Background: an optimization exercise with open tools, aiming at small area, a short achievable clock period and few clock cycles per item. Do not read the settings as production practice.
Function was checked by simulation only, so behaviour that the tests miss may differ from the original.

===== flow/constraint.sdc =====
create_clock -name core_clock -period 12.0 [get_ports {clk}]
set_input_delay 2.4000 -clock core_clock [delete_from_list [all_inputs] [get_ports {clk}]]
set_output_delay 2.4000 -clock core_clock [all_outputs]
set_load 0.01 [all_outputs]

===== flow/config.mk =====
export PLATFORM = sky130hd
export DESIGN_NAME = dual_wheel_incremental_pid_drive
export DESIGN_NICKNAME = dual_wheel_incremental_pid_drive
export VERILOG_FILES = /design/flow/design.v
export SDC_FILE = /design/flow/constraint.sdc
export NUM_CORES = 4
export LEC_CHECK = 0
export CAP_MARGIN = 20
export CORE_MARGIN = 2
export CORE_UTILIZATION = 40
export SLEW_MARGIN = 20

===== flow/design.v =====
package dwpid_pkg;
	localparam int TICK_BITS = 16;
	localparam int DIV_NUM_BITS = 32;
	localparam int DIV_DEN_BITS = 16;
	localparam logic [2:0] CMD_FORWARD  = 3'd0;
	localparam logic [2:0] CMD_BACKWARD = 3'd1;
	localparam logic [2:0] CMD_LEFT     = 3'd2;
	localparam logic [2:0] CMD_RIGHT    = 3'd3;
	localparam logic [2:0] CMD_STOP     = 3'd4;
	localparam logic [1:0] DIR_STOP     = 2'd0;
	localparam logic [1:0] DIR_FORWARD  = 2'd1;
	localparam logic [1:0] DIR_BACKWARD = 2'd2;
	localparam logic [2:0] REG_KP    = 3'd0;
	localparam logic [2:0] REG_KI    = 3'd1;
	localparam logic [2:0] REG_KD    = 3'd2;
	localparam logic [2:0] REG_SCALE = 3'd3;
	localparam logic [2:0] REG_PWM   = 3'd4;
	localparam logic [2:0] REG_LIMIT = 3'd5;
	localparam logic [15:0] KP_RESET    = 16'd410;
	localparam logic [15:0] KI_RESET    = 16'd15;
	localparam logic [15:0] KD_RESET    = 16'd0;
	localparam logic [15:0] SCALE_RESET = 16'd256;
	localparam logic [15:0] PWM_RESET   = 16'd1000;
	localparam logic [14:0] LIMIT_RESET = 15'd670;
	typedef struct packed {
		logic [15:0] kp_centi;
		logic [15:0] ki_centi;
		logic [15:0] kd_centi;
		logic [15:0] velocity_scale;
		logic [15:0] pwm_max;
		logic [14:0] full_speed_limit;
	} cfg_t;
	typedef struct packed {
		logic [15:0]        duty;
		logic [1:0]         dir;
		logic signed [15:0] speed;
		logic signed [31:0] odometry;
	} lane_res_t;
endpackage
module dwpid_div #(
	parameter int NUM_BITS = dwpid_pkg::DIV_NUM_BITS,
	parameter int DEN_BITS = dwpid_pkg::DIV_DEN_BITS
) (
	input  logic                clk,
	input  logic                arst_n,
	input  logic                start,
	input  logic [NUM_BITS-1:0] dividend,
	input  logic [DEN_BITS-1:0] divisor,
	output logic                done,
	output logic [NUM_BITS-1:0] quotient
);
	localparam int CW = $clog2(NUM_BITS) + 1;
	logic                busy_q;
	logic [CW-1:0]       cnt_q;
	logic [NUM_BITS-1:0] num_q;
	logic [DEN_BITS-1:0] rem_q;
	logic [DEN_BITS-1:0] den_q;
	logic [DEN_BITS:0]   trial;
	logic                fit;
	assign trial = {rem_q, num_q[NUM_BITS-1]};
	assign fit   = trial >= {1'b0, den_q};
	assign quotient = num_q;
	always_ff @(posedge clk or negedge arst_n) begin
		if (!arst_n) begin
			busy_q <= 1'b0;
			done   <= 1'b0;
			cnt_q  <= '0;
		end else begin
			done <= 1'b0;
			if (start) begin
				busy_q <= 1'b1;
				cnt_q  <= CW'(NUM_BITS);
				num_q  <= dividend;
				den_q  <= divisor;
				rem_q  <= '0;
			end else if (busy_q) begin
				rem_q <= fit ? DEN_BITS'(trial - {1'b0, den_q}) : DEN_BITS'(trial);
				num_q <= {num_q[NUM_BITS-2:0], fit};
				cnt_q <= cnt_q - CW'(1);
				if (cnt_q == CW'(1)) begin
					busy_q <= 1'b0;
					done   <= 1'b1;
				end
			end
		end
	end
endmodule
module dwpid_lane #(
	parameter int TICK_BITS = dwpid_pkg::TICK_BITS
) (
	input  logic                    clk,
	input  logic                    arst_n,
	input  logic                    start,
	input  logic                    run,
	input  logic signed [TICK_BITS:0] delta,
	input  logic signed [16:0]      target,
	input  dwpid_pkg::cfg_t         cfg,
	output logic                    done,
	output dwpid_pkg::lane_res_t    res
);
	localparam int DW  = TICK_BITS + 1;
	localparam int MA  = (DW > 19) ? DW : 19;
	localparam int MB  = 17;
	localparam int PW  = MA + MB;
	localparam int SW  = 40;
	localparam int ACW = SW + 2;
	localparam int NB  = dwpid_pkg::DIV_NUM_BITS;
	localparam int DB  = dwpid_pkg::DIV_DEN_BITS;
	localparam logic [22:0] RECIP_100 = 23'd5368710;
	typedef enum logic [3:0] {
		ST_IDLE, ST_MMUL, ST_MEAS, ST_ERR, ST_P, ST_I, ST_D, ST_ACC,
		ST_D1, ST_PM, ST_D2, ST_W2, ST_DONE
	} st_t;
	st_t state_q;
	logic signed [DW-1:0]  delta_q;
	logic signed [16:0]    target_q;
	logic                  run_q;
	logic signed [PW-1:0]  prod_q;
	logic signed [SW-1:0]  sum_q;
	logic signed [15:0]    meas_q;
	logic signed [31:0]    total_q;
	logic signed [16:0]    e_q, e1_q, e2_q;
	logic signed [23:0]    accum_q;
	logic [14:0]           omag_q;
	logic [15:0]           duty_q;
	logic [1:0]            dir_q;
	logic signed [MA-1:0]  mul_a;
	logic signed [MB-1:0]  mul_b;
	logic signed [PW-1:0]  mul_p;
	logic signed [PW:0]    rnd;
	logic signed [PW:0]    shq;
	logic signed [15:0]    meas_sat;
	logic signed [17:0]    diff;
	logic signed [16:0]    e_sat;
	logic [14:0]           lim;
	logic [21:0]           lim100;
	logic signed [ACW-1:0] nacc;
	logic signed [ACW-1:0] hl;
	logic signed [23:0]    acc_clamp;
	logic [23:0]           amag;
	logic [46:0]           rprod;
	logic signed [63:0]    delta_ext;
	logic                  div_start;
	logic [NB-1:0]         div_num;
	logic [DB-1:0]         div_den;
	logic                  div_done;
	logic [NB-1:0]         div_quo;
	logic [15:0]           pwm_mag;
	always_comb begin
		mul_a = '0;
		mul_b = '0;
		case (state_q)
			ST_MMUL: begin
				mul_a = MA'(delta_q);
				mul_b = $signed({1'b0, cfg.velocity_scale});
			end
			ST_P: begin
				mul_a = MA'(e_q) - MA'(e1_q);
				mul_b = $signed({1'b0, cfg.kp_centi});
			end
			ST_I: begin
				mul_a = MA'(e_q);
				mul_b = $signed({1'b0, cfg.ki_centi});
			end
			ST_D: begin
				mul_a = MA'(e_q) - (MA'(e1_q) <<< 1) + MA'(e2_q);
				mul_b = $signed({1'b0, cfg.kd_centi});
			end
			ST_PM: begin
				mul_a = MA'($signed({1'b0, omag_q}));
				mul_b = $signed({1'b0, cfg.pwm_max});
			end
			default: begin
				mul_a = '0;
				mul_b = '0;
			end
		endcase
	end
	assign mul_p = PW'(mul_a) * PW'(mul_b);
	assign rnd = (PW+1)'(prod_q) + (prod_q[PW-1] ? (PW+1)'(255) : (PW+1)'(0));
	assign shq = rnd >>> 8;
	assign meas_sat = (shq > (PW+1)'(32'sd32767))  ? 16'sd32767 :
	                  (shq < (PW+1)'(-32'sd32768)) ? -16'sd32768 : 16'(shq);
	assign diff  = 18'(target_q) - 18'(meas_q);
	assign e_sat = (diff > 18'sd65535)  ? 17'sd65535 :
	               (diff < -18'sd65536) ? -17'sd65536 : 17'(diff);
	assign lim    = (cfg.full_speed_limit == '0) ? 15'd1 : cfg.full_speed_limit;
	assign lim100 = (22'(lim) << 6) + (22'(lim) << 5) + (22'(lim) << 2);
	assign hl     = ACW'($signed({1'b0, lim100}));
	assign nacc   = ACW'(accum_q) + ACW'(sum_q) + ACW'(prod_q);
	assign acc_clamp = (nacc > hl) ? 24'(hl) : (nacc < -hl) ? 24'(-hl) : 24'(nacc);
	assign amag      = accum_q[23] ? 24'(-accum_q) : 24'(accum_q);
	assign rprod     = 47'(amag) * 47'(RECIP_100);
	assign delta_ext = 64'(delta_q);
	assign div_start = (state_q == ST_D2);
	assign div_num   = NB'(prod_q[31:0]);
	assign div_den   = DB'(lim);
	assign pwm_mag   = (div_quo > NB'(cfg.pwm_max)) ? cfg.pwm_max : div_quo[15:0];
	dwpid_div u_div (
		.clk      (clk),
		.arst_n   (arst_n),
		.start    (div_start),
		.dividend (div_num),
		.divisor  (div_den),
		.done     (div_done),
		.quotient (div_quo)
	);
	always_ff @(posedge clk or negedge arst_n) begin
		if (!arst_n) begin
			state_q <= ST_IDLE;
			done    <= 1'b0;
			total_q <= '0;
			accum_q <= '0;
			e1_q    <= '0;
			e2_q    <= '0;
			duty_q  <= '0;
			dir_q   <= dwpid_pkg::DIR_STOP;
		end else begin
			done <= 1'b0;
			unique case (state_q)
				ST_IDLE: begin
					if (start) begin
						delta_q  <= delta;
						target_q <= target;
						run_q    <= run;
						state_q  <= ST_MMUL;
					end
				end
				ST_MMUL: begin
					prod_q  <= mul_p;
					state_q <= ST_MEAS;
				end
				ST_MEAS: begin
					meas_q  <= meas_sat;
					total_q <= total_q + delta_ext[31:0];
					if (run_q) begin
						state_q <= ST_ERR;
					end else begin
						duty_q  <= '0;
						dir_q   <= dwpid_pkg::DIR_STOP;
						state_q <= ST_DONE;
					end
				end
				ST_ERR: begin
					e_q     <= e_sat;
					state_q <= ST_P;
				end
				ST_P: begin
					prod_q  <= mul_p;
					sum_q   <= '0;
					state_q <= ST_I;
				end
				ST_I: begin
					sum_q   <= sum_q + SW'(prod_q);
					prod_q  <= mul_p;
					state_q <= ST_D;
				end
				ST_D: begin
					sum_q   <= sum_q + SW'(prod_q);
					prod_q  <= mul_p;
					state_q <= ST_ACC;
				end
				ST_ACC: begin
					accum_q <= acc_clamp;
					e2_q    <= e1_q;
					e1_q    <= e_q;
					state_q <= ST_D1;
				end
				ST_D1: begin
					omag_q  <= 15'(rprod >> 29);
					state_q <= ST_PM;
				end
				ST_PM: begin
					prod_q  <= mul_p;
					state_q <= ST_D2;
				end
				ST_D2: state_q <= ST_W2;
				ST_W2: begin
					if (div_done) begin
						duty_q <= pwm_mag;
						if (pwm_mag == '0) begin
							dir_q <= dwpid_pkg::DIR_STOP;
						end else if (accum_q[23]) begin
							dir_q <= dwpid_pkg::DIR_BACKWARD;
						end else begin
							dir_q <= dwpid_pkg::DIR_FORWARD;
						end
						state_q <= ST_DONE;
					end
				end
				ST_DONE: begin
					done    <= 1'b1;
					state_q <= ST_IDLE;
				end
				default: state_q <= ST_IDLE;
			endcase
		end
	end
	assign res.duty     = duty_q;
	assign res.dir      = dir_q;
	assign res.speed    = meas_q;
	assign res.odometry = total_q;
endmodule
module dual_wheel_incremental_pid_drive #(
	parameter int TICK_BITS = dwpid_pkg::TICK_BITS
) (
	input  logic                        clk,
	input  logic                        arst_n,
	input  logic                        psel,
	input  logic                        penable,
	input  logic                        pwrite,
	input  logic [4:0]                  paddr,
	input  logic [31:0]                 pwdata,
	output logic [31:0]                 prdata,
	output logic                        pready,
	input  logic                        in_valid,
	output logic                        in_stall,
	input  logic [2:0]                  cmd,
	input  logic signed [15:0]          speed,
	input  logic signed [TICK_BITS-1:0] left_ticks,
	input  logic signed [TICK_BITS-1:0] right_ticks,
	output logic                        out_valid,
	input  logic                        out_stall,
	output logic [15:0]                 left_duty,
	output logic [1:0]                  left_dir,
	output logic [15:0]                 right_duty,
	output logic [1:0]                  right_dir,
	output logic signed [15:0]          left_speed,
	output logic signed [15:0]          right_speed,
	output logic signed [31:0]          left_odometry,
	output logic signed [31:0]          right_odometry
);
	localparam int DW = TICK_BITS + 1;
	dwpid_pkg::cfg_t      cfg_q;
	dwpid_pkg::lane_res_t lres, rres;
	logic                 busy_q, ldone_q, rdone_q, out_valid_q;
	logic                 lane_start, run, ldone, rdone, finish;
	logic signed [DW-1:0] ldelta, rdelta;
	logic signed [16:0]   spd, ltgt, rtgt;
	logic                 in_xfer;
	assign pready   = 1'b1;
	assign in_stall = busy_q;
	assign in_xfer  = in_valid && !busy_q;
	assign lane_start = in_xfer;
	always_ff @(posedge clk or negedge arst_n) begin
		if (!arst_n) begin
			cfg_q.kp_centi         <= dwpid_pkg::KP_RESET;
			cfg_q.ki_centi         <= dwpid_pkg::KI_RESET;
			cfg_q.kd_centi         <= dwpid_pkg::KD_RESET;
			cfg_q.velocity_scale   <= dwpid_pkg::SCALE_RESET;
			cfg_q.pwm_max          <= dwpid_pkg::PWM_RESET;
			cfg_q.full_speed_limit <= dwpid_pkg::LIMIT_RESET;
		end else if (psel && penable && pwrite) begin
			unique case (paddr[4:2])
				dwpid_pkg::REG_KP:    cfg_q.kp_centi         <= pwdata[15:0];
				dwpid_pkg::REG_KI:    cfg_q.ki_centi         <= pwdata[15:0];
				dwpid_pkg::REG_KD:    cfg_q.kd_centi         <= pwdata[15:0];
				dwpid_pkg::REG_SCALE: cfg_q.velocity_scale   <= pwdata[15:0];
				dwpid_pkg::REG_PWM:   cfg_q.pwm_max          <= pwdata[15:0];
				dwpid_pkg::REG_LIMIT: cfg_q.full_speed_limit <= pwdata[14:0];
				default: ;
			endcase
		end
	end
	always_comb begin
		unique case (paddr[4:2])
			dwpid_pkg::REG_KP:    prdata = 32'(cfg_q.kp_centi);
			dwpid_pkg::REG_KI:    prdata = 32'(cfg_q.ki_centi);
			dwpid_pkg::REG_KD:    prdata = 32'(cfg_q.kd_centi);
			dwpid_pkg::REG_SCALE: prdata = 32'(cfg_q.velocity_scale);
			dwpid_pkg::REG_PWM:   prdata = 32'(cfg_q.pwm_max);
			dwpid_pkg::REG_LIMIT: prdata = 32'(cfg_q.full_speed_limit);
			default:              prdata = '0;
		endcase
	end
	assign ldelta = -(DW'(left_ticks));
	assign rdelta = DW'(right_ticks);
	assign spd    = 17'(speed);
	assign run    = cmd <= dwpid_pkg::CMD_RIGHT;
	assign ltgt   = (cmd == dwpid_pkg::CMD_BACKWARD || cmd == dwpid_pkg::CMD_LEFT) ? -spd : spd;
	assign rtgt   = (cmd == dwpid_pkg::CMD_BACKWARD || cmd == dwpid_pkg::CMD_RIGHT) ? -spd : spd;
	dwpid_lane #(.TICK_BITS(TICK_BITS)) u_left (
		.clk    (clk),
		.arst_n (arst_n),
		.start  (lane_start),
		.run    (run),
		.delta  (ldelta),
		.target (ltgt),
		.cfg    (cfg_q),
		.done   (ldone),
		.res    (lres)
	);
	dwpid_lane #(.TICK_BITS(TICK_BITS)) u_right (
		.clk    (clk),
		.arst_n (arst_n),
		.start  (lane_start),
		.run    (run),
		.delta  (rdelta),
		.target (rtgt),
		.cfg    (cfg_q),
		.done   (rdone),
		.res    (rres)
	);
	assign finish = (ldone_q || ldone) && (rdone_q || rdone) && busy_q
	                && (!out_valid_q || !out_stall);
	always_ff @(posedge clk or negedge arst_n) begin
		if (!arst_n) begin
			busy_q      <= 1'b0;
			ldone_q     <= 1'b0;
			rdone_q     <= 1'b0;
			out_valid_q <= 1'b0;
		end else begin
			if (out_valid_q && !out_stall) begin
				out_valid_q <= 1'b0;
			end
			if (in_xfer) begin
				busy_q <= 1'b1;
			end else if (finish) begin
				busy_q      <= 1'b0;
				ldone_q     <= 1'b0;
				rdone_q     <= 1'b0;
				out_valid_q <= 1'b1;
			end else begin
				if (ldone) ldone_q <= 1'b1;
				if (rdone) rdone_q <= 1'b1;
			end
		end
	end
	always_ff @(posedge clk) begin
		if (finish) begin
			left_duty      <= lres.duty;
			left_dir       <= lres.dir;
			left_speed     <= lres.speed;
			left_odometry  <= lres.odometry;
			right_duty     <= rres.duty;
			right_dir      <= rres.dir;
			right_speed    <= rres.speed;
			right_odometry <= rres.odometry;
		end
	end
	assign out_valid = out_valid_q;
endmodule

===== flow/run.sh =====
#!/bin/bash
# synth_recipe.tcl (not shown) runs the flow's synth.tcl, then flattens the netlist and writes it again
# the make line also repeats each setting of config.mk as NAME=value (left out here)
make -C /OpenROAD-flow-scripts/flow DESIGN_CONFIG=/design/flow/config.mk WORK_HOME=/design/flow/orfs CLKGATE_MAP_FILE= SYNTH_SCRIPT=/design/flow/synth_recipe.tcl finish

==> summary.txt <==
[worst reg2reg max path, delay by kind of cell (launching register included)]
family                   cells  cell delay (ns)
AND/OR/NAND/NOR              2             0.37
buffers and inverters        5             0.40
flip-flops                   1             0.42
adder cells (fa/ha/maj)      8             4.25
AO/OA/AOI/OAI               16             4.55
XOR/XNOR                     3             0.46
[metrics by stage]
step | hold slack [ns] | instances | setup slack, ns | utilization
after floorplan | 0.425 | 10600 | 2.14 | -
after global placement | 0.435 | 14100 | 1.36 | 0.429
after detailed placement | 0.432 | 14100 | 1.32 | 0.429
after CTS | 0.447 | 14300 | 1.26 | 0.445
after global routing | 0.454 | 14300 | 0.608 | 0.445
final | 0.444 | 14300 | 1.26 | 0.445
[cell type report]
class / instances / share of cell area
antenna: 12 / 0.000263
multi-input combinational: 7730 / 0.614
sequential: 916 / 0.226
tap: 3384 / 0.0371
timing repair buffer: 425 / 0.0332
clock inverter: 71 / 0.00848
clock buffer: 137 / 0.0263
inverter: 1655 / 0.0544
[kinds of logic after synthesis]
kind of cell / share of synthesized area
and+or+nand+nor: 0.119
adders and majority gates: 0.367
buffers and inverters: 0.0725
AOI/OAI and AO/OA: 0.117
DFF: 0.251
xor gates and xnor gates: 0.0459
muxes: 0.0281
other: 0.0000729
[synth_stat cells (47+ instances only)]
cell / number / share of area
mux2i_1: 125 / 0.012
mux2_2: 139 / 0.015
o21a_1: 74 / 0.0054
nor4_1: 49 / 0.0030
xor2_1: 216 / 0.018
a21oi_1: 413 / 0.020
fa_1: 1134 / 0.22
a211oi_1: 50 / 0.0036
and3_1: 76 / 0.0046
o21ai_0: 517 / 0.025
edfxtp_1: 575 / 0.17
nor3_1: 145 / 0.0070
a31oi_1: 53 / 0.0032
o31ai_1: 47 / 0.0034
nor2b_1: 72 / 0.0044
ha_1: 1200 / 0.15
nand2_1: 1039 / 0.038
nand4_1: 88 / 0.0053
inv_1: 1655 / 0.060
a21o_1: 219 / 0.016
dfrtp_1: 319 / 0.077
nand2b_1: 99 / 0.0060
or3_1: 65 / 0.0039
clkbuf_1: 270 / 0.0098
xnor2_1: 324 / 0.028
nand3_1: 126 / 0.0061
nor2_1: 760 / 0.028
[layer usage]
layer / routed length (um) / vias to the layer above
li1: - / 36200
met1: 135000 / 39200
met2: 148000 / 2541
met3: 20700 / 616
met4: 19400 / 10
met5: 56 / -
[registers in the layout (all words and copies together), names as in the netlist, 24 cells and up]
register	flops
cfg_q	95
left_odometry	32
right_odometry	32
u_left.accum_q	24
u_left.prod_q	36
u_left.sum_q	40
u_left.total_q	32
u_left.u_div.num_q	32
u_right.accum_q	24
u_right.prod_q	36
u_right.sum_q	40
u_right.total_q	32
u_right.u_div.num_q	32
[path summary, 6_finish.rpt]
path | slack [ns] | startpoint | end | cells past startpoint
worst max-delay path | 1.26 | u_right.e_q[2] | u_right.prod_q[35] | 34
worst min-delay path | 0.44 | u_left.duty_q[11] | left_duty[11] | 0
worst max register to register | 1.26 | u_right.e_q[2] | u_right.prod_q[35] | 34
worst min register to register | 0.44 | u_left.duty_q[11] | left_duty[11] | 0
max in group asynchronous | 7.59 | arst_n | cfg_q[41] | 4
min in group asynchronous | 1.53 | arst_n | u_right.total_q[8] | 1
==> results.cfg <==
[sta]
rsz0062_at_grt = false
final_max_slew_viol_count = 0
fin_crit_sh = 0.895
fin_crit_ns = 10.74
fmax_mhz = 93.1
slew_headroom = 0.197
skew_ns = 0.0817
hold_viol = 0
fin_setup_tns_ns = 0
setup_viol = 0
tightest_slew_ns = 1.20

[yosys]
synth-edff-count = 575
synthesis.area_mm2 = 0.103
synthCells = 10600
synth-main-ff-cell = edfxtp_1
ys_warn_count = 3
synth.distinct_cells = 95
synth.avg_cell_area_um2 = 9.72
yosys_register_bits = 916
async_flop_share = 0.372
yosysSeqAreaShare = 0.251

[die]
die_y_um = 512
initial_core_util = 0.402
dieArea_mm2 = 0.262
ios = 262
die_w_um = 512
floorplan.rows = 186
coreArea_mm2 = 0.256

[route]
drc = 0
wl_per_cell_um = 22.6
postRouteAntennaNets = 0
via_per_inst = 5.49
vias = 78600
first_pass_iters = 8
drt-initial-drc-count = 5961
wl_um = 323000

[global_route]
use_met2 = 0.398
use_met3 = 0.0345
grt_usage = 0.246
grt_util_met1 = 0.319
grt_pass1_vias = 80200
gr-max-usage-layer = met2
gr-total-overflow = 0
grt_max_degree = 83
antenna_found_initial = 17
grt_pass1_wl_um = 491000

[critical_path]
path_max_fanout = 15
slowest_delay_ns = 0.92
slowest_stage = fa_1
crit_path_end_kind = register
worst_setup_path_start_kind = register
crit_family = compound AO/OA/AOI/OAI gates
path_class = reg -> reg
arrival_ns = 11.23
critPathBufInv = 5
crit_required_ns = 12.49

[cells_and_area]
multi_input_area_mm2 = 0.0702
mostFrequentLayoutCell = inv_1
mostFrequentLayoutCells = inv_1 (1,655), ha_1 (1,200), fa_1 (1,134)
num-nets-final = 13300
seq_area_mm2 = 0.0258
nFillCells = 24300
drive_above_1_share = 0.0612
final_area_mm2 = 0.114
areaGrowthSynthToFinish_pct = 10.8

[flow_run]
drv_cap = 0

[clocking]
clock_latency_ns = 0.83
htreeDepth = 3
cts_root_buf = clkbuf_16
cts_buffers = 109
cts_setup_buffers = 0
clk_pin_slew_ns = 0.06
cts_tree = done
cts_resized = 0
hold_buffers = 0
clock_sinks = 916
clockBufferDepth = 3

[place]
place_area_mm2 = 0.110
port_buffers = 226
place_congestion = 0.976
dp_hpwl_um = 265000

[outcome]
status = timing/DRC/antenna clean

[min_path]
worst_hold_path_type = reg -> reg
Testbench counts, summed over its fixed seeds: cycles 89,255, items 2,048.

afterwards: timing with drivers on the ports:
No port has a modelled driver above. Below, the same layout with a new extraction and two added sets of constraints.
Step 1: set_driving_cell puts a clkbuf_16 on clk and a buf_2 on each other input, an assumption about the parent block.
Step 2 also shifts input and output timing later by t, the mid clock arrival at the registers, as if the neighbouring blocks saw the same clock.
Slacks: no drivers / after step 1 / after step 2; pairs: no drivers / after step 1.
t, ns: 0.891
slack for setup (ns): 1.258 / 1.258 / 1.258
worst register clock-pin slew, ns: 0.07 / 0.07
After both steps this run still meets setup and hold. For this run, drivers alone change the setup slack by 0.000 ns; drivers and shift together by 0.000 ns.
